Context: an optimization exercise on an open-source flow, tuned for small area, a short achievable clock period and few clock cycles per item. The choices shown serve that exercise and are no tape-out recipe.
In this exercise RTL edits were held to simulation tests only and were not proved equivalent to the original.

run A:
## cordic_iter
module cordic_iter (
  input  logic        i_clk,
  input  logic        i_rst,
  input  logic        i_valid,
  output logic        o_ready,
  input  logic        i_mode,
  input  logic [23:0] i_x,
  input  logic [23:0] i_y,
  input  logic [23:0] i_theta,
  output logic        o_valid,
  input  logic        i_ready,
  output logic [23:0] o_a,
  output logic [23:0] o_b,
  output logic [23:0] o_z
);
Size: ~7600 cells after synthesis, about 1200 flip-flops, about 150 I/O pins.
export LEC_CHECK = 0
export CAP_MARGIN = 20
export CORE_MARGIN = 2
export CORE_UTILIZATION = 50
export CTS_BUF_LIST = sky130_fd_sc_hd__clkbuf_4 sky130_fd_sc_hd__clkbuf_8
export PLACE_DENSITY = 0.65
export SLEW_MARGIN = 20
create_clock -name core_clock -period 10.0 [get_ports {i_clk}]
standard.sh (not shown) runs the stock make flow with config.mk's settings and CLKGATE_MAP_FILE= SYNTH_SCRIPT=/design/flow/synth_recipe.tcl, a recipe that flattens the netlist after the stock synthesis.
==> flow/flow/run.sh <==
#!/bin/bash
# Standard layout, with repair_timing asked to leave more setup slack than the
# 10 ns clock needs, so the achieved period comes out shorter.
set -euo pipefail
export SETUP_SLACK_MARGIN=${MARGIN:-6.25}
bash standard.sh > standard_flow.log 2>&1
Testbench counts of run A, summed over its fixed seeds: cycles 1,424, items 1,280.
Modified inputs, run B compared to run A
# run A
export LEC_CHECK = 0
export CAP_MARGIN = 20
export CORE_MARGIN = 2
export CORE_UTILIZATION = 50
export CTS_BUF_LIST = sky130_fd_sc_hd__clkbuf_4 sky130_fd_sc_hd__clkbuf_8
export PLACE_DENSITY = 0.65
export SLEW_MARGIN = 20
create_clock -name core_clock -period 10.0 [get_ports {i_clk}]
# run B
export LEC_CHECK = 0
export CAP_MARGIN = 20
export CORE_MARGIN = 2
export CORE_UTILIZATION = 55
export CTS_BUF_LIST = sky130_fd_sc_hd__clkbuf_4 sky130_fd_sc_hd__clkbuf_8
export PLACE_DENSITY = 0.68
export SLEW_MARGIN = 20
create_clock -name core_clock -period 10.0 [get_ports {i_clk}]
==> flow/flow/run.sh <==
#!/bin/bash
# Standard layout, with repair_timing asked to leave more setup slack than the
# 10 ns clock needs, so the achieved period comes out shorter.
set -euo pipefail
export SETUP_SLACK_MARGIN=${MARGIN:-6.6}
bash standard.sh > standard_flow.log 2>&1
Results
Compared with run A, run B shows a lower area of the core. Across both runs, arrival time at the worst endpoint was lower for run B than for run A. Re number of clock-tree buffers in the layout: run B is 6.2% down on run A. Diff run A -> run B: routed wire length +7.7 mm, layout cell share with drive strength beyond 1 +6.1 points. Looking at slew at the pin with the worst max-slew slack, run B sits 0.11 ns higher than run A does.
What run C does differently from run B at the input level:
==> flow/flow/run.sh <==
#!/bin/bash
# Standard layout, with repair_timing asked to leave more setup slack than the
# 10 ns clock needs, so the achieved period comes out shorter.
set -euo pipefail
export SETUP_SLACK_MARGIN=${MARGIN:-5.8}
bash standard.sh > standard_flow.log 2>&1
## What came out
Run C — count of cell instances traversed by the critical path 3 lower, run B as reference. Re global-route wire length before repair: run B and run C aren't equal, and the lower value belongs to run C. Diff run B -> run C | number of vias after detailed routing | down by a few percent. Compared with run B, run C has less setup slack. The sequential fraction of total cell area of run C is higher than that of run B. Compared to run B, the router laid down less metal wire for run C.
Edits applied to the flow inputs when going from run C to run D:
==> flow/flow/run.sh <==
#!/bin/bash
# Standard layout, with repair_timing asked to leave more setup slack than the
# 10 ns clock needs, so the achieved period comes out shorter.
set -euo pipefail
export SETUP_SLACK_MARGIN=${MARGIN:-5.95}
bash standard.sh > standard_flow.log 2>&1
Notes after the runs:
- Run C has a lower relative area of non-clock buffer cells in the final design than run D.
- Run D vs run C: least setup slack across all paths after layout up
- Between run D and run C, the worst hold slack does not differ in any meaningful way.
- Time the final worst path needs with I/O delays and setup sits lower in run D than in run C.
- In terms of global-route usage, run C and run D differ only marginally.
- Diff run C -> run D | layout overhead on the synthesized area | increase of 1.2 points
Inputs modified between run D and run E:
==> flow/flow/run.sh <==
#!/bin/bash
# Standard layout, with repair_timing asked to leave more setup slack than the
# 10 ns clock needs, so the achieved period comes out shorter.
set -euo pipefail
export SETUP_SLACK_MARGIN=${MARGIN:-6.1}
bash standard.sh > standard_flow.log 2>&1
--- outcome ---
dr_12$_DFFE_PN_ as the origin of the worst setup path was reported by run D, and x_15[12]$_DFFE_PN_ by run E. The number of synthesized flops with an enable pin was comparable across run D and run E. Run E vs run D — final instance area rose 390 um2. Run E vs run D: non-clock buffer count up in run E.
Edits applied to the flow inputs when going from run E to run F:
==> flow/flow/run.sh <==
#!/bin/bash
# Standard layout, with repair_timing asked to leave more setup slack than the
# 10 ns clock needs, so the achieved period comes out shorter.
set -euo pipefail
export SETUP_SLACK_MARGIN=${MARGIN:-6.4}
bash standard.sh > standard_flow.log 2>&1
--- outcome ---
- Relative to run E, the utilization of run F is higher by 1.4 points.
- Detailed router's first-iteration violation count was lower in the run labelled run E.
- Total of plain and repair buffers excluding clock buffers: run E and run F compared, higher one is run F
- Final setup slack of the worst path sits higher in run F than in run E.

-- re-timing with driven ports --
No port has a modelled driver above. Below, the same layouts with a new extraction and two added sets of constraints. Step 1, drivers: a clkbuf_16 drives i_clk and a buf_2 each remaining input, both assumed. Step 2, shift: input delay + t, output delay - t, t = (earliest + latest rising clock arrival at the registers) / 2. This alone moves slack from input paths to output paths. Slacks: ideal / step 1 / step 2; pairs: ideal / step 1.
run | shift t [ns] | setup WS [ns] | worst hold slack (ns) | cell pins on the clock port's net
run A | 1.019 | 5.967 / 5.967 / 5.248 | 0.408 / 0.408 / 0.408 | 1
run B | 1.012 | 6.091 / 6.091 / 5.260 | 0.392 / 0.392 / 0.392 | 1
run C | 1.003 | 5.751 / 5.751 / 4.896 | 0.388 / 0.388 / 0.388 | 1
run D | 1.000 | 5.886 / 5.886 / 5.071 | 0.387 / 0.387 / 0.387 | 1
run E | 1.014 | 6.051 / 6.051 / 5.226 | 0.392 / 0.392 / 0.392 | 1
run F | 1.008 | 6.082 / 6.082 / 5.260 | 0.391 / 0.391 / 0.391 | 1
After both steps every run listed still meets setup and hold. For run C, which loses most, drivers alone change the setup slack by 0.000 ns; drivers and shift together by -0.855 ns.
